Source: an optimization exercise on an open RTL-to-GDS flow (aim: small area and a short achievable clock period). Production flows keep margins and buffers that such runs may drop. RTL that was checked went through simulation tests only; none was proved equivalent to the original. The RTL of run 1 was laid out without a check of its function.

### flow/flow/cts_args.txt
-sink_clustering_enable -repair_clock_nets -buf_list sky130_fd_sc_hd__clkbuf_8 -dont_use_dummy_load -sink_clustering_size 12 -sink_clustering_max_diameter 100
### flow/design.v
package life_pkg;
    localparam logic [8:0] CONWAY_BIRTH   = 9'b000001000;
    localparam logic [8:0] CONWAY_SURVIVE = 9'b000001100;
endpackage
module life_rule_cell (
    input  logic [1:0] s_l_n,
    input  logic [1:0] s_c_n,
    input  logic [1:0] s_r_n,
    input  logic       self_n,
    input  logic [8:0] birth_mask,
    input  logic [8:0] survive_mask,
    input  logic       birth8_n,      
    input  logic       birth0_n,      
    input  logic       survive8_n,    
    input  logic       survive0_n,    
    output logic       next
);
    logic t0_n, k1_n, x_n, y_n, t1, z, t2, t3_n, lo2_a, lo2_b;
    life_fa u_fa0 (.a(s_l_n[0]), .b(s_c_n[0]), .c(s_r_n[0]), .s(t0_n), .co(k1_n));
    life_fa u_fa1 (.a(s_l_n[1]), .b(s_c_n[1]), .c(s_r_n[1]), .s(x_n),  .co(y_n));
    life_xor2  u_t1 (.a(x_n), .b(k1_n), .y(t1));
    life_nor2  u_z  (.a(x_n), .b(k1_n), .y(z));
    life_xnor2 u_t2 (.a(y_n), .b(z), .y(t2));
    life_nor2  u_t3a (.a(s_l_n[1]), .b(s_c_n[1]), .y(lo2_a));
    life_nor2  u_t3b (.a(s_r_n[1]), .b(k1_n),     .y(lo2_b));
    life_nand2 u_t3  (.a(lo2_a),    .b(lo2_b),    .y(t3_n));
    logic b0, s1, g0, g1, g2, g3;
    life_mux2i u_b0 (.d({birth0_n, birth8_n}),     .s(t3_n), .y(b0));
    life_mux2i u_s1 (.d({survive0_n, survive8_n}), .s(t3_n), .y(s1));
    life_mux4 u_g0 (.d({b0, birth_mask[1], survive_mask[7], s1}),             .s({self_n, t0_n}), .y(g0));
    life_mux4 u_g1 (.d({birth_mask[2], birth_mask[3], survive_mask[1], survive_mask[2]}), .s({self_n, t0_n}), .y(g1));
    life_mux4 u_g2 (.d({birth_mask[4], birth_mask[5], survive_mask[3], survive_mask[4]}), .s({self_n, t0_n}), .y(g2));
    life_mux4 u_g3 (.d({birth_mask[6], birth_mask[7], survive_mask[5], survive_mask[6]}), .s({self_n, t0_n}), .y(g3));
    life_mux4 u_m  (.d({g3, g2, g1, g0}),                                     .s({t2, t1}), .y(next));
endmodule
module life_fa (
    input  logic a,
    input  logic b,
    input  logic c,
    output logic s,
    output logic co
);
    assign s  = a ^ b ^ c;
    assign co = (a & b) | (a & c) | (b & c);
endmodule
module life_xor2 (input logic a, input logic b, output logic y);
    assign y = a ^ b;
endmodule
module life_xnor2 (input logic a, input logic b, output logic y);
    assign y = !(a ^ b);
endmodule
module life_nor2 (input logic a, input logic b, output logic y);
    assign y = !(a | b);
endmodule
module life_nand2 (input logic a, input logic b, output logic y);
    assign y = !(a & b);
endmodule
module life_mux4 (
    input  logic [3:0] d,
    input  logic [1:0] s,
    output logic       y
);
    assign y = d[s];
endmodule
module life_mux2i (
    input  logic [1:0] d,
    input  logic       s,
    output logic       y
);
    assign y = !d[s];
endmodule
module life_ha (
    input  logic a,
    input  logic b,
    output logic s,
    output logic co
);
    assign s  = a ^ b;
    assign co = a & b;
endmodule
module life_popcount64 (
    input  logic [63:0] x,
    output logic [6:0] y
);
    logic s0, c0, s1, c1, s2, c2, s3, c3;
    logic s4, c4, s5, c5, s6, c6, s7, c7;
    logic s8, c8, s9, c9, s10, c10, s11, c11;
    logic s12, c12, s13, c13, s14, c14, s15, c15;
    logic s16, c16, s17, c17, s18, c18, s19, c19;
    logic s20, c20, s21, c21, s22, c22, s23, c23;
    logic s24, c24, s25, c25, s26, c26, s27, c27;
    logic s28, c28, s29, c29, s30, c30, s31, c31;
    logic s32, c32, s33, c33, s34, c34, s35, c35;
    logic s36, c36, s37, c37, s38, c38, s39, c39;
    logic s40, c40, s41, c41, s42, c42, s43, c43;
    logic s44, c44, s45, c45, s46, c46, s47, c47;
    logic s48, c48, s49, c49, s50, c50, s51, c51;
    logic s52, c52, s53, c53, s54, c54, s55, c55;
    logic s56, c56;
    logic [6:0] ya, yb;
    life_fa u0 (.a(x[0]), .b(x[10]), .c(x[11]), .s(s0), .co(c0));
    life_fa u1 (.a(x[12]), .b(x[13]), .c(x[14]), .s(s1), .co(c1));
    life_fa u2 (.a(x[15]), .b(x[16]), .c(x[17]), .s(s2), .co(c2));
    life_fa u3 (.a(x[18]), .b(x[19]), .c(x[1]), .s(s3), .co(c3));
    life_fa u4 (.a(x[20]), .b(x[21]), .c(x[22]), .s(s4), .co(c4));
    life_fa u5 (.a(x[23]), .b(x[24]), .c(x[25]), .s(s5), .co(c5));
    life_fa u6 (.a(x[26]), .b(x[27]), .c(x[28]), .s(s6), .co(c6));
    life_fa u7 (.a(x[29]), .b(x[2]), .c(x[30]), .s(s7), .co(c7));
    life_fa u8 (.a(x[31]), .b(x[32]), .c(x[33]), .s(s8), .co(c8));
    life_fa u9 (.a(x[34]), .b(x[35]), .c(x[36]), .s(s9), .co(c9));
    life_fa u10 (.a(x[37]), .b(x[38]), .c(x[39]), .s(s10), .co(c10));
    life_fa u11 (.a(x[3]), .b(x[40]), .c(x[41]), .s(s11), .co(c11));
    life_fa u12 (.a(x[42]), .b(x[43]), .c(x[44]), .s(s12), .co(c12));
    life_fa u13 (.a(x[45]), .b(x[46]), .c(x[47]), .s(s13), .co(c13));
    life_fa u14 (.a(x[48]), .b(x[49]), .c(x[4]), .s(s14), .co(c14));
    life_fa u15 (.a(x[50]), .b(x[51]), .c(x[52]), .s(s15), .co(c15));
    life_fa u16 (.a(x[53]), .b(x[54]), .c(x[55]), .s(s16), .co(c16));
    life_fa u17 (.a(x[56]), .b(x[57]), .c(x[58]), .s(s17), .co(c17));
    life_fa u18 (.a(x[59]), .b(x[5]), .c(x[60]), .s(s18), .co(c18));
    life_fa u19 (.a(x[61]), .b(x[62]), .c(x[63]), .s(s19), .co(c19));
    life_fa u20 (.a(x[6]), .b(x[7]), .c(x[8]), .s(s20), .co(c20));
    life_fa u21 (.a(x[9]), .b(s0), .c(s1), .s(s21), .co(c21));
    life_fa u22 (.a(s10), .b(s11), .c(s12), .s(s22), .co(c22));
    life_fa u23 (.a(s13), .b(s14), .c(s15), .s(s23), .co(c23));
    life_fa u24 (.a(s16), .b(s17), .c(s18), .s(s24), .co(c24));
    life_fa u25 (.a(s19), .b(s2), .c(s20), .s(s25), .co(c25));
    life_fa u26 (.a(s3), .b(s4), .c(s5), .s(s26), .co(c26));
    life_fa u27 (.a(s6), .b(s7), .c(s8), .s(s27), .co(c27));
    life_fa u28 (.a(s9), .b(s21), .c(s22), .s(s28), .co(c28));
    life_fa u29 (.a(s23), .b(s24), .c(s25), .s(s29), .co(c29));
    life_fa u30 (.a(s26), .b(s27), .c(s28), .s(s30), .co(c30));
    life_fa u31 (.a(c0), .b(c1), .c(c10), .s(s31), .co(c31));
    life_fa u32 (.a(c11), .b(c12), .c(c13), .s(s32), .co(c32));
    life_fa u33 (.a(c14), .b(c15), .c(c16), .s(s33), .co(c33));
    life_fa u34 (.a(c17), .b(c18), .c(c19), .s(s34), .co(c34));
    life_fa u35 (.a(c2), .b(c20), .c(c3), .s(s35), .co(c35));
    life_fa u36 (.a(c4), .b(c5), .c(c6), .s(s36), .co(c36));
    life_fa u37 (.a(c7), .b(c8), .c(c9), .s(s37), .co(c37));
    life_fa u38 (.a(c21), .b(c22), .c(c23), .s(s38), .co(c38));
    life_fa u39 (.a(c24), .b(c25), .c(c26), .s(s39), .co(c39));
    life_fa u40 (.a(c27), .b(s31), .c(s32), .s(s40), .co(c40));
    life_fa u41 (.a(s33), .b(s34), .c(s35), .s(s41), .co(c41));
    life_fa u42 (.a(s36), .b(s37), .c(c28), .s(s42), .co(c42));
    life_fa u43 (.a(c29), .b(s38), .c(s39), .s(s43), .co(c43));
    life_fa u44 (.a(s40), .b(s41), .c(c30), .s(s44), .co(c44));
    life_ha u45 (.a(s42), .b(s43), .s(s45), .co(c45));
    life_fa u46 (.a(c31), .b(c32), .c(c33), .s(s46), .co(c46));
    life_fa u47 (.a(c34), .b(c35), .c(c36), .s(s47), .co(c47));
    life_fa u48 (.a(c37), .b(c38), .c(c39), .s(s48), .co(c48));
    life_fa u49 (.a(c40), .b(c41), .c(s46), .s(s49), .co(c49));
    life_fa u50 (.a(s47), .b(c42), .c(c43), .s(s50), .co(c50));
    life_fa u51 (.a(s48), .b(s49), .c(c45), .s(s51), .co(c51));
    life_ha u52 (.a(c44), .b(s50), .s(s52), .co(c52));
    life_fa u53 (.a(c46), .b(c47), .c(c48), .s(s53), .co(c53));
    life_fa u54 (.a(c49), .b(c50), .c(s53), .s(s54), .co(c54));
    life_ha u55 (.a(c51), .b(c52), .s(s55), .co(c55));
    life_ha u56 (.a(c53), .b(c54), .s(s56), .co(c56));
    assign ya[0] = s29;
    assign yb[0] = s30;
    assign ya[1] = s45;
    assign yb[1] = s44;
    assign ya[2] = s52;
    assign yb[2] = s51;
    assign ya[3] = s54;
    assign yb[3] = s55;
    assign ya[4] = c55;
    assign yb[4] = s56;
    assign ya[5] = c56;
    assign yb[5] = 1'b0;
    assign ya[6] = 1'b0;
    assign yb[6] = 1'b0;
    assign y = ya + yb;
endmodule
module life_row_engine #(
    parameter int WIDTH  = 64,
    parameter int HEIGHT = 32,
    parameter int WRAP   = 0
) (
    input  logic                                 clk,
    input  logic                                 rst_n,
    input  logic                                 start,
    input  logic [8:0]                           birth_mask,
    input  logic [8:0]                           survive_mask,
    input  logic                                 in_valid,
    output logic                                 in_ready,
    input  logic [WIDTH-1:0]                     in_row,
    output logic                                 out_valid,
    input  logic                                 out_ready,
    output logic [WIDTH-1:0]                     out_row,
    output logic                                 out_last,
    output logic                                 busy,
    output logic                                 gen_done,
    output logic [$clog2(WIDTH*HEIGHT+1)-1:0]    alive_count,
    output logic                                 stable
);
    localparam int CW = $clog2(WIDTH*HEIGHT+1);
    localparam int RW = $clog2(HEIGHT);
    logic             st_fill, st_run, st_drain, st_last;
    logic [8:0]       birth_q, survive_q;
    logic             birth8_n, birth0_n, survive8_n, survive0_n;
    logic [WIDTH-1:0] prev_row_n, cur_row_n, below_row_n, new_row;
    logic [RW-1:0]    row_cnt;
    logic             pend;
    logic             rdy_base;
    logic             out_free, start_go, take_fill, load_run, load_drain, load, shift, last_row;
    assign rdy_base = st_fill | (st_run & !out_valid);
    life_ready u_ready (.run(st_run), .out_ready(out_ready), .base(rdy_base), .ready(in_ready));
    always_comb begin
        busy       = st_fill | st_run | st_drain | st_last;
        out_free   = !out_valid || out_ready;
        start_go   = !busy && start;
        take_fill  = st_fill && in_valid;
        load_run   = st_run && in_valid && out_free;
        load_drain = st_drain && out_free;
        load       = load_run | load_drain;
        shift      = take_fill | load;
        last_row   = (row_cnt == RW'(HEIGHT - 1));
        out_last   = st_last;    
    end
    always_ff @(posedge clk or negedge rst_n) begin
        if (!rst_n) begin
            st_fill   <= 1'b0;
            st_run    <= 1'b0;
            st_drain  <= 1'b0;
            st_last   <= 1'b0;
            row_cnt   <= '0;
            out_valid <= 1'b0;
            gen_done  <= 1'b0;
            pend      <= 1'b0;
        end else begin
            st_fill   <= start_go | (st_fill & !in_valid);
            st_run    <= take_fill | (st_run & !(load_run & last_row));
            st_drain  <= (load_run & last_row) | (st_drain & !out_free);
            st_last   <= load_drain | (st_last & !out_ready);
            gen_done  <= st_last & out_valid & out_ready;
            out_valid <= load | (out_valid & !out_ready);
            pend      <= load;
            if (take_fill | load_run) row_cnt <= row_cnt + RW'(1);
        end
    end
    always_ff @(posedge clk) begin
        if (start_go) begin
            birth_q    <= birth_mask;
            survive_q  <= survive_mask;
            birth8_n   <= !birth_mask[8];
            birth0_n   <= !birth_mask[0];
            survive8_n <= !survive_mask[8];
            survive0_n <= !survive_mask[0];
        end
        if (shift) prev_row_n <= cur_row_n;
        if (shift | !busy) cur_row_n <= below_row_n;
        if (load)  out_row  <= new_row;
    end
    assign below_row_n = ~(in_row & {WIDTH{st_fill | st_run}});
    logic [1:0] col_n [WIDTH+2];
    assign col_n[0]       = 2'b11;
    assign col_n[WIDTH+1] = 2'b11;
    for (genvar j = 0; j < WIDTH; j++) begin : g_col
        life_fa u_col (.a(prev_row_n[j]), .b(cur_row_n[j]), .c(below_row_n[j]),
                       .s(col_n[j+1][0]), .co(col_n[j+1][1]));
    end
    for (genvar i = 0; i < WIDTH; i++) begin : g_cell
        life_rule_cell u_cell (
            .s_l_n (col_n[i]),
            .s_c_n (col_n[i+1]),
            .s_r_n (col_n[i+2]),
            .self_n(cur_row_n[i]),
            .birth_mask  (birth_q),
            .survive_mask(survive_q),
            .birth8_n    (birth8_n),
            .birth0_n    (birth0_n),
            .survive8_n  (survive8_n),
            .survive0_n  (survive0_n),
            .next(new_row[i])
        );
    end
    localparam int PW = $clog2(WIDTH + 1);
    logic [PW-1:0] out_pop, row_pop;
    logic          pend_q;
    logic [CW-1:0] alive_q;
    life_popcount64 u_pop (.x(out_row), .y(out_pop));
    assign alive_count = alive_q + CW'(row_pop & {PW{pend_q}});
    always_ff @(posedge clk) begin
        row_pop <= out_pop;
        pend_q  <= pend;
        if (start_go) begin
            alive_q <= '0;
            stable  <= 1'b1;
        end else begin
            alive_q <= alive_count;
            if (pend && (out_row ^ prev_row_n) != '1) stable <= 1'b0;
        end
    end
endmodule
module life_ready (
    input  logic run,
    input  logic out_ready,
    input  logic base,
    output logic ready
);
    assign ready = (run & out_ready) | base;
endmodule
### flow/standard.sh
#!/bin/bash
# synth_recipe.tcl (not shown) runs the flow's synth.tcl, then flattens the netlist and writes it again
# the make line also repeats each setting of config.mk as NAME=value (left out here)
make -C /OpenROAD-flow-scripts/flow DESIGN_CONFIG=/design/flow/config.mk WORK_HOME=/design/flow/orfs CLKGATE_MAP_FILE= SYNTH_SCRIPT=/design/flow/synth_recipe.tcl "${@:-finish}"
### flow/constraint.sdc
create_clock -name core_clock -period 11.5 [get_ports {clk}]
set_input_delay 2.3000 -clock core_clock [delete_from_list [all_inputs] [get_ports {clk}]]
set_output_delay 2.3000 -clock core_clock [all_outputs]
set_load 0.01 [all_outputs]
### flow/flow/downsize.tcl
# Swap every combinational cell for the smallest-area cell of its kind (same function,
# another drive strength), so that timing repair only grows the cells whose paths
# need it.
set n_down 0
foreach inst [get_cells *] {
  set ref [get_property $inst ref_name]
  if {![regexp {^(sky130_fd_sc_hd__([a-z0-9]+))_([0-9]+)$} $ref -> base kind drive]} { continue }
  if {[regexp {^(e?df|sdf|dl|tap|fill|decap|conb|clk|dly|probe|lpflow)} $kind]} { continue }
  set best_area [get_property [get_lib_cells $ref] area]
  set best ""
  foreach lc [get_lib_cells -quiet ${base}_*] {
    set name [get_property $lc name]
    if {![regexp "^${base}_\[0-9\]+\$" $name]} { continue }
    set a [get_property $lc area]
    if {$a < $best_area - 1e-6} {
      set best_area $a
      set best $lc
    }
  }
  if {$best ne ""} {
    replace_cell $inst $best
    incr n_down
  }
}
puts "downsize.tcl: swapped $n_down cells for smaller ones"
### flow/flow/port_buffer.txt
sky130_fd_sc_hd__buf_1
### flow/flow/run.sh
#!/bin/bash
# The standard synthesis and layout, with these changes to the layout steps:
# - the synthesized combinational cells start as the smallest cell of their kind
#   (flow/downsize.tcl), so that timing repair only grows the ones that need it;
# - the port buffers are the cell named in flow/port_buffer.txt;
# - timing repair aims for the setup slack in flow/setup_margin.txt;
# - clock tree synthesis takes the arguments in flow/cts_args.txt, if present.
set -uo pipefail
cd "$(dirname "$0")/.."
bash standard.sh synth > synth.log 2>&1 || exit 1
export PRE_FLOORPLAN_TCL="$(pwd)/flow/downsize.tcl"
export BUFFER_PORTS_ARGS="-buffer_cell $(cat flow/port_buffer.txt)"
export SETUP_SLACK_MARGIN=$(cat flow/setup_margin.txt)
if [[ -f flow/cts_args.txt ]]; then
  export CTS_ARGS="$(cat flow/cts_args.txt)"
fi
bash standard.sh > layout.log 2>&1
### flow/config.mk
export PLATFORM = sky130hd
export DESIGN_NAME = life_row_engine
export DESIGN_NICKNAME = life_row_engine
export VERILOG_FILES = /design/flow/design.v
export SDC_FILE = /design/flow/constraint.sdc
export NUM_CORES = 4
export LEC_CHECK = 0
export CAP_MARGIN = 20
export CORE_MARGIN = 2
export CORE_UTILIZATION = 40
export SLEW_MARGIN = 20
export SYNTH_HIERARCHICAL = 1
### flow/flow/setup_margin.txt
6.5
==> results of run 1 <==
what timing repair did:
item,CTS,global route
endpoints found under the hold margin,0,0
cloned,1,1
pin swaps,1,5
gates resized for setup,8,6
buffers inserted,1,2
endpoints found under the setup margin,42,44
final cells by class:
cell class                      instances  area (µm²)
Multi-Input combinational cell       1364       17500
Fill cell                            5351       33700
Tap cell                              782         978
Clock buffer                           24         330
Sequential cell                       243        7030
Timing Repair Buffer                  196         850
Inverter                               20        75.1
layer usage:
metal,vias to the layer above,share of wire (%),track usage (%),wire length [µm]
li1,6754,-,-,-
met1,9133,38,35.3,31400
met2,1114,48,43.3,40300
met3,225,9.9,4.95,8250
met4,2,4.1,9.69,3380
met5,-,0.016,0,13
critical path, cell delays in order:
cell	delay (ps)
clkbuf_2	100
a21o_1	150
buf_2	130
stage by stage:
step / std cells / util, % / worst slack (ps) / area [µm²]
2_1_floorplan: 1634 / - / 6600 / 24600
6_report: 2629 / 44.2 / 6510 / 26700
3_3_place_gp: 2600 / 43.5 / 5730 / 26300
5_1_grt: 2629 / 44.2 / 6440 / 26700
4_1_cts: 2626 / 44.1 / 6510 / 26700
3_5_place_dp: 2600 / 43.5 / 5650 / 26300
flip-flops by register name, summed over array words and instances (netlist names):
register / cells
st_last: 1
st_drain: 1
birth_q: 7
birth8_n: 1
row_pop: 7
gen_done: 1
out_row: 64
st_fill: 1
row_cnt: 5
cur_row_n: 64
pend: 1
out_valid: 1
alive_q: 12
survive0_n: 1
survive_q: 7
birth0_n: 1
stable: 1
survive8_n: 1
prev_row_n: 64
pend_q: 1
st_run: 1
path summary, 6_finish.rpt:
| check | startpoint | to |
|---|---|---|
| worst max register to register | out_row[4] | row_pop[6] |
| worst max-delay path | out_ready | in_ready |
| worst min-delay path | pend | pend_q |
| max in group asynchronous | rst_n | row_cnt[2] |
| min in group asynchronous | rst_n | st_last |
| worst min register to register | pend | pend_q |
==> results.yml, run 1 <==
sta:
  relSlewSlack_pct: 23.3
  finClkSkew_ps: 37.9
  period_share_pct: 43.4
  hold_viol: 0
  finalCriticalPeriod_ps: 4990
  holdWs_ps: 400
  setup_viol_count_final: 0
  fin_setup_tns_ps: 0
  fmax_ghz: 0.200
  finalMaxSlewViolations: 0
  worst_slew_pin_slew_ps: 1150
  rsz0062_at_grt: "true"
setup_path:
  rr_worst_depth: 10
  required_ps: 9200
  crit_type: "in -> out"
  r2r_setup_slack_ps: 6920
  cp_max_fo: 4
  startpoint_type: "input pin"
  arrival_ps: 2690
  crit_path_end_kind: "output port"
yosys:
  ys_warn_count: 9
  syn_avg_cell_area_um2: 15.1
  synth_area_um2: 24500
  synthCells: 1629
clock_network:
  cts-buffers-inserted: 24
  clkSlewWorstSetupHoldPaths_ps: 100
  cts_sinks: 243
  htree_num_levels: 1
  cts_buffer_depth: 3
  root_buffer: "clkbuf_8"
  holdBufCountCts: 0
  cts_tree: "built"
  clk_latency_ps: 630
floorplanning:
  ios: 169
  start_util_pct: 40.6
  dieArea_um2: 63300
  fp-row-count: 90
  coreArea_um2: 60500
  chipHeight_um: 252
  die_x_um: 252
layout:
  antenna_cells: 0
  drive_gt1_share_pct: 21.3
  layout_commonest_cell: "mux4_2"
  area_growth_pct: 9.00
  num-nets-final: 2201
  final_cell_mix: "mux4_2, fa_1, edfxtp_1"
drt:
  drc: 0
  vias_per_cell: 6.55
  drt.antenna.violating_nets: 0
  drt_iter0_markers: 1800
  wl_per_cell_um: 31.7
  vias: 17200
  drt_wl_total_mm: 83.4
  drt-pass1-iter-count: 5
global_route:
  grt_pass1_wl_mm: 122
  antenna_found_initial: 1
  grt_max_degree: 66
  grt_pass1_vias: 18000
  track_usage_pct: 26.4
  grt_overflow: 0
hold_path:
  hold_class: "reg -> reg"
  whs_path_depth: 0
outcome:
  status: "complete, no violations"
place:
  gp_congestion: 0.852
  dp_hpwl_mm: 51.6
  io_buffers: 168
flow_run:
  maxCapViolCount: 0
==> inputs of run 2 (changes only) <==
--- a/flow/design.v
+++ b/flow/design.v
@@ -4,33 +4,26 @@
 endpackage
 module life_rule_cell (
-    input  logic [1:0] s_l_n,
+    input  logic [1:0] s_l_n,         
     input  logic [1:0] s_c_n,
     input  logic [1:0] s_r_n,
-    input  logic       self_n,
+    input  logic       self_n,        
     input  logic [8:0] birth_mask,
     input  logic [8:0] survive_mask,
-    input  logic       birth8_n,      
-    input  logic       birth0_n,      
-    input  logic       survive8_n,    
-    input  logic       survive0_n,    
+    input  logic       b0,            
+    input  logic       s1,            
     output logic       next
 );
-    logic t0_n, k1_n, x_n, y_n, t1, z, t2, t3_n, lo2_a, lo2_b;
-    life_fa u_fa0 (.a(s_l_n[0]), .b(s_c_n[0]), .c(s_r_n[0]), .s(t0_n), .co(k1_n));
-    life_fa u_fa1 (.a(s_l_n[1]), .b(s_c_n[1]), .c(s_r_n[1]), .s(x_n),  .co(y_n));
-    life_xor2  u_t1 (.a(x_n), .b(k1_n), .y(t1));
-    life_nor2  u_z  (.a(x_n), .b(k1_n), .y(z));
-    life_xnor2 u_t2 (.a(y_n), .b(z), .y(t2));
-    life_nor2  u_t3a (.a(s_l_n[1]), .b(s_c_n[1]), .y(lo2_a));
-    life_nor2  u_t3b (.a(s_r_n[1]), .b(k1_n),     .y(lo2_b));
-    life_nand2 u_t3  (.a(lo2_a),    .b(lo2_b),    .y(t3_n));
-    logic b0, s1, g0, g1, g2, g3;
-    life_mux2i u_b0 (.d({birth0_n, birth8_n}),     .s(t3_n), .y(b0));
-    life_mux2i u_s1 (.d({survive0_n, survive8_n}), .s(t3_n), .y(s1));
-    life_mux4 u_g0 (.d({b0, birth_mask[1], survive_mask[7], s1}),             .s({self_n, t0_n}), .y(g0));
+    logic t0_n, k1_n, x_n, y_n, t1, z, t2;
+    life_fa    u_fa0 (.a(s_l_n[0]), .b(s_c_n[0]), .c(s_r_n[0]), .s(t0_n), .co(k1_n));
+    life_fa    u_fa1 (.a(s_l_n[1]), .b(s_c_n[1]), .c(s_r_n[1]), .s(x_n),  .co(y_n));
+    life_xor2  u_t1  (.a(x_n), .b(k1_n), .y(t1));
+    life_nor2  u_z   (.a(x_n), .b(k1_n), .y(z));
+    life_xnor2 u_t2  (.a(y_n), .b(z),    .y(t2));
+    logic g0, g1, g2, g3;
+    life_mux4 u_g0 (.d({b0, birth_mask[1], survive_mask[7], s1}),                         .s({self_n, t0_n}), .y(g0));
     life_mux4 u_g1 (.d({birth_mask[2], birth_mask[3], survive_mask[1], survive_mask[2]}), .s({self_n, t0_n}), .y(g1));
     life_mux4 u_g2 (.d({birth_mask[4], birth_mask[5], survive_mask[3], survive_mask[4]}), .s({self_n, t0_n}), .y(g2));
     life_mux4 u_g3 (.d({birth_mask[6], birth_mask[7], survive_mask[5], survive_mask[6]}), .s({self_n, t0_n}), .y(g3));
-    life_mux4 u_m  (.d({g3, g2, g1, g0}),                                     .s({t2, t1}), .y(next));
+    life_mux4 u_m  (.d({g3, g2, g1, g0}),                                                 .s({t2, t1}), .y(next));
 endmodule
 module life_fa (
@@ -53,7 +46,4 @@
     assign y = !(a | b);
 endmodule
-module life_nand2 (input logic a, input logic b, output logic y);
-    assign y = !(a & b);
-endmodule
 module life_mux4 (
     input  logic [3:0] d,
@@ -260,4 +250,20 @@
                        .s(col_n[j+1][0]), .co(col_n[j+1][1]));
     end
+    localparam int NSH = (WIDTH - 2) / 3 + 1;
+    logic [NSH-1:0] b0_sh, s1_sh;
+    logic [WIDTH-1:0] b0_c, s1_c;
+    for (genvar k = 0; k < NSH; k++) begin : g_sh
+        life_mux2i u_b0 (.d({birth0_n, birth8_n}),     .s(col_n[3*k+2][1]), .y(b0_sh[k]));
+        life_mux2i u_s1 (.d({survive0_n, survive8_n}), .s(col_n[3*k+2][1]), .y(s1_sh[k]));
+    end
+    for (genvar i = 0; i < WIDTH; i++) begin : g_sel
+        if (i / 3 < NSH && 3 * (i / 3) + 1 <= WIDTH - 1 && i <= 3 * (i / 3) + 2) begin : g_shared
+            assign b0_c[i] = b0_sh[i / 3];
+            assign s1_c[i] = s1_sh[i / 3];
+        end else begin : g_edge
+            assign b0_c[i] = !birth0_n;
+            assign s1_c[i] = !survive0_n;
+        end
+    end
     for (genvar i = 0; i < WIDTH; i++) begin : g_cell
         life_rule_cell u_cell (
@@ -268,8 +274,6 @@
             .birth_mask  (birth_q),
             .survive_mask(survive_q),
-            .birth8_n    (birth8_n),
-            .birth0_n    (birth0_n),
-            .survive8_n  (survive8_n),
-            .survive0_n  (survive0_n),
+            .b0          (b0_c[i]),
+            .s1          (s1_c[i]),
             .next(new_row[i])
         );
==> flow/flow/setup_margin.txt (replaced) <==
6.4
--- a/flow/config.mk
+++ b/flow/config.mk
@@ -8,5 +8,5 @@
 export CAP_MARGIN = 20
 export CORE_MARGIN = 2
-export CORE_UTILIZATION = 40
+export CORE_UTILIZATION = 55
 export SLEW_MARGIN = 20
 export SYNTH_HIERARCHICAL = 1
==> run 2 against run 1 <==
Net effect:
- still clean
- die area is 31% lower
- area after synthesis is 6.4% lower
- non-clock buffer count is 7 lower
==> results.yml, run 2 <==
place:
  gp_congestion: 0.860
  dp_hpwl_mm: 44.4
  placed_area_um2: 24400
  io_buffers: 168
  dp.cells: 2068
floorplanning:
  fp-row-count: 74
  ios: 169
  coreArea_um2: 41000
  start_util_pct: 55.9
  die_x_um: 208
  chipHeight_um: 208
  dieArea_um2: 43400
sta:
  period_share_pct: 43.9
  finalMaxSlewViolations: 0
  fmax_ghz: 0.198
  worst_slew_pin_slew_ps: 1110
  fin_setup_tns_ps: 0
  finClkSkew_ps: 72.3
  finalCriticalPeriod_ps: 5050
  rsz0062_at_grt: "false"
  relSlewSlack_pct: 26.0
  setup_viol_count_final: 0
  hold_viol: 0
clock_network:
  clk_latency_ps: 650
  cts_sinks: 243
  cts_tree: "built"
  root_buffer: "clkbuf_8"
  cts-buffers-inserted: 24
  cts_buffer_depth: 3
  htree_num_levels: 1
  clkSlewWorstSetupHoldPaths_ps: 80
setup_path:
  r2r_end: "row_pop[6]"
  path_cells: "buf_1 > a21o_1 > buf_1"
  rr_startpoint: "out_row[5]"
  crit_type: "in -> out"
  arrival_ps: 2750
  critPathCapture: "in_ready"
  startpoint_type: "input pin"
  worst_path_max_delay_cell: "buf_1"
  crit_path_frequent_cell: "buf_1"
  rr_worst_depth: 10
  crit_start: "out_ready"
  crit_path_end_kind: "output port"
  cp.buffers_inverters: 2
  cp_max_fo: 4
  path_depth: 3
  cpPeakStageDelay_ps: 170
  critPathTopFamily: "buffers and inverters"
  required_ps: 9200
  r2r_setup_slack_ps: 7010
drt:
  vias: 14800
  drt_iter0_markers: 1626
  drt-pass1-iter-count: 5
  drt_wl_total_mm: 71.3
  drc: 0
  drt.antenna.violating_nets: 0
  vias_per_cell: 7.10
  wl_per_cell_um: 34.1
yosys:
  ys_warn_count: 9
  synthCells: 1353
  syn_avg_cell_area_um2: 17.0
  synth_area_um2: 22900
global_route:
  grt_max_degree: 66
  grt_overflow: 0
  antenna_found_initial: 2
  track_usage_pct: 33.7
  grt_pass1_vias: 15900
  grt_pass1_wl_mm: 105
layout:
  multi_input_area_um2: 15900
  num-nets-final: 1914
  final_cell_mix: "mux4_2, fa_1, edfxtp_1"
  area_growth_pct: 7.87
  largest_registers: "cur_row_n (64), out_row (64), prev_row_n (64)"
  finalNonFillerCells: 2092
  regArea_um2: 7030
  fin_util_pct: 60.4
  fillers: 3134
  layout_commonest_cell: "mux4_2"
  drive_gt1_share_pct: 24.2
  antenna_cells: 0
  final_cell_area_um2: 24800
hold_path:
  hold_class: "reg -> reg"
  min_from: "row_cnt[3]"
flow_run:
  maxCapViolCount: 0
outcome:
  status: "complete, no violations"
==> run 2: metrics by stage <==
stage | worst slack [ps] | hold WS, ps
detailed placement | 5810 | 468
finish | 6450 | 480
global placement | 5870 | 465
global route | 6410 | 508
floorplan | 6410 | 347
CTS | 6420 | 484
==> run 2: worst min path at each step <==
stage	to	slack [ps]	cells past startpoint
4_1_cts	row_cnt[3]	480	1
3_5_place_dp	row_cnt[3]	470	1
5_1_grt	row_cnt[3]	510	1
6_report	row_cnt[3]	480	1
2_1_floorplan	pend_q	350	0
3_3_place_gp	row_cnt[3]	470	1
==> run 2: layout make-up <==
| cell class | count | area share [%] |
|---|---|---|
| Sequential cell | 243 | 28.4 |
| Inverter | 22 | 0.334 |
| Timing Repair Buffer | 189 | 3.20 |
| Tap cell | 532 | 2.69 |
| Clock buffer | 24 | 1.33 |
| Multi-Input combinational cell | 1082 | 64.0 |
==> run 2: metal layers <==
layer	vias up	track usage (%)	wire, µm
met5	-	0	10
met2	1033	52.0	33600
li1	5814	-	-
met3	162	9.28	8360
met1	7835	46.9	26700
met4	2	11.9	2590
==> run 2: what timing repair did <==
action                     in CTS  in global routing
hold buffers                    0                  0
setup buffers                   0                  0
gates resized for setup         2                  5
setup endpoints to repair       3                  7
==> inputs of run 3 (changes only) <==
==> flow/flow/setup_margin.txt (replaced) <==
6.5
==> run 3 against run 2 <==
Net effect:
- setup slack gained 67 ps
- final cell count grew 0.24%
- synthesized cell count did not move
- global-route usage grew 0.89 points
- hold slack worse by 43 ps
- register-to-register slack hardly changed
- flip-flop and latch count unchanged
- non-clock buffer count up 4
- first-iteration DRC count up 0.55%
- core utilization is 0.18 points higher
- count of clock-buffer cells in the layout unchanged
==> results.yml, run 3 <==
drt:
  drt-pass1-iter-count: 7
  vias: 15100
  drt_iter0_markers: 1635
  drt_wl_total_mm: 72.9
  wl_per_cell_um: 34.7
  vias_per_cell: 7.19
  drc: 0
  drt.antenna.violating_nets: 0
hold_path:
  hold_class: "reg -> reg"
  whs_path_depth: 0
sta:
  fmax_ghz: 0.201
  finalMaxSlewViolations: 0
  period_share_pct: 43.3
  holdWs_ps: 437
  finalCriticalPeriod_ps: 4980
  hold_viol: 0
  setup_viol_count_final: 0
  rsz0062_at_grt: "true"
  relSlewSlack_pct: 24.9
  fin_setup_tns_ps: 0
  finClkSkew_ps: 44.2
  worst_slew_pin_slew_ps: 1130
setup_path:
  cp_max_fo: 4
  startpoint_type: "input pin"
  arrival_ps: 2680
  required_ps: 9200
  rr_worst_depth: 10
  crit_type: "in -> out"
  crit_path_end_kind: "output port"
place:
  dp_hpwl_mm: 44.3
  dp.cells: 2068
  io_buffers: 168
  gp_congestion: 0.868
clock_network:
  cts-buffers-inserted: 24
  cts_buffer_depth: 3
  clk_latency_ps: 620
  cts_tree: "built"
  htree_num_levels: 1
  holdBufCountCts: 0
  clkSlewWorstSetupHoldPaths_ps: 80
  cts_sinks: 243
  root_buffer: "clkbuf_8"
global_route:
  grt_pass1_wl_mm: 108
  grt_pass1_vias: 16000
  grt_max_degree: 66
  track_usage_pct: 34.6
  antenna_found_initial: 1
  grt_overflow: 0
layout:
  area_growth_pct: 8.20
  drive_gt1_share_pct: 25.0
  layout_commonest_cell: "mux4_2"
  largest_registers: "cur_row_n (64), out_row (64), prev_row_n (64)"
  finalNonFillerCells: 2097
  final_cell_mix: "mux4_2, fa_1, edfxtp_1"
  antenna_cells: 0
  num-nets-final: 1919
floorplanning:
  start_util_pct: 55.9
  die_x_um: 208
  coreArea_um2: 41000
  ios: 169
  chipHeight_um: 208
  dieArea_um2: 43400
  fp-row-count: 74
yosys:
  synth_area_um2: 22900
  syn_avg_cell_area_um2: 17.0
  synthCells: 1353
  ys_warn_count: 9
outcome:
  status: "complete, no violations"
flow_run:
  maxCapViolCount: 0
run 3: critical path: stages:
cell    delay [ps]
buf_6          100
a21o_1         160
buf_6          120
run 3: final timing paths:
check | start | endpoint | slack, ps
max in group asynchronous | rst_n | row_cnt[2] | 9380
max reg2reg | out_row[5] | row_pop[6] | 7000
min | pend | pend_q | 440
min in group asynchronous | rst_n | row_cnt[4] | 1690
min reg2reg | pend | pend_q | 440
max | out_ready | in_ready | 6520
run 3: metal layers:
metal / part of all wire, % / GRT usage (%)
met5: 0.018 / 0
met4: 3.7 / 11.0
met2: 47 / 54.4
met3: 11 / 7.47
met1: 38 / 49.1
run 3: timing repair:
item / in CTS / in global routing
resized for setup: 9 / 12
setup buffers: 1 / 3
gates cloned: 1 / 0
pin swaps: 2 / 9
endpoints found under the setup margin: 41 / 16
run 3: per-stage QoR:
step	util, %	area [µm²]	setup slack (ps)
2_1_floorplan	-	23000	6670
3_3_place_gp	59.5	24400	5890
3_5_place_dp	59.5	24400	5820
4_1_cts	60.4	24800	6490
5_1_grt	60.5	24800	6490
6_report	60.5	24800	6520
run 3: area by class of cell:
cell class                 count  area (µm²)
multi-input combinational   1083       15900
sequential                   243        7030
inverter                      22        82.6
tap                          532         666
clock buffer                  24         330
timing repair buffer         193         842
fill                        3091       16200

## static timing again, ports no longer ideal
Ports are ideal in the flow. The routed layouts listed here were re-timed in OpenROAD.
Step 1 sets driving cells, clkbuf_16 on the clock port and buf_2 on the other inputs (assumed; they add their load-dependent delay and slew).
Step 2 moves the port delays by t, midway between the first and last clock arrival at a register: inputs arrive t later, outputs are due t later. That takes back most of the time a late clock gives input paths.
Slacks: ideal ports / drivers / drivers and shift; pairs: ideal ports / drivers.
| run | t, ns | setup slack, ns | worst setup path after step 2 | clock arrival spread, ns |
|---|---|---|---|---|
| run 1 | 0.665 | 6.512 / 6.491 / 6.047 | input to register | 0.039 / 0.039 |
| run 2 | 0.662 | 6.452 / 6.422 / 6.037 | input to register | 0.073 / 0.073 |
| run 3 | 0.649 | 6.519 / 6.483 / 6.150 | input to register | 0.044 / 0.045 |
After both steps every run listed still meets setup and hold. For run 1, which loses most, drivers alone change the setup slack by -0.021 ns; drivers and shift together by -0.465 ns.
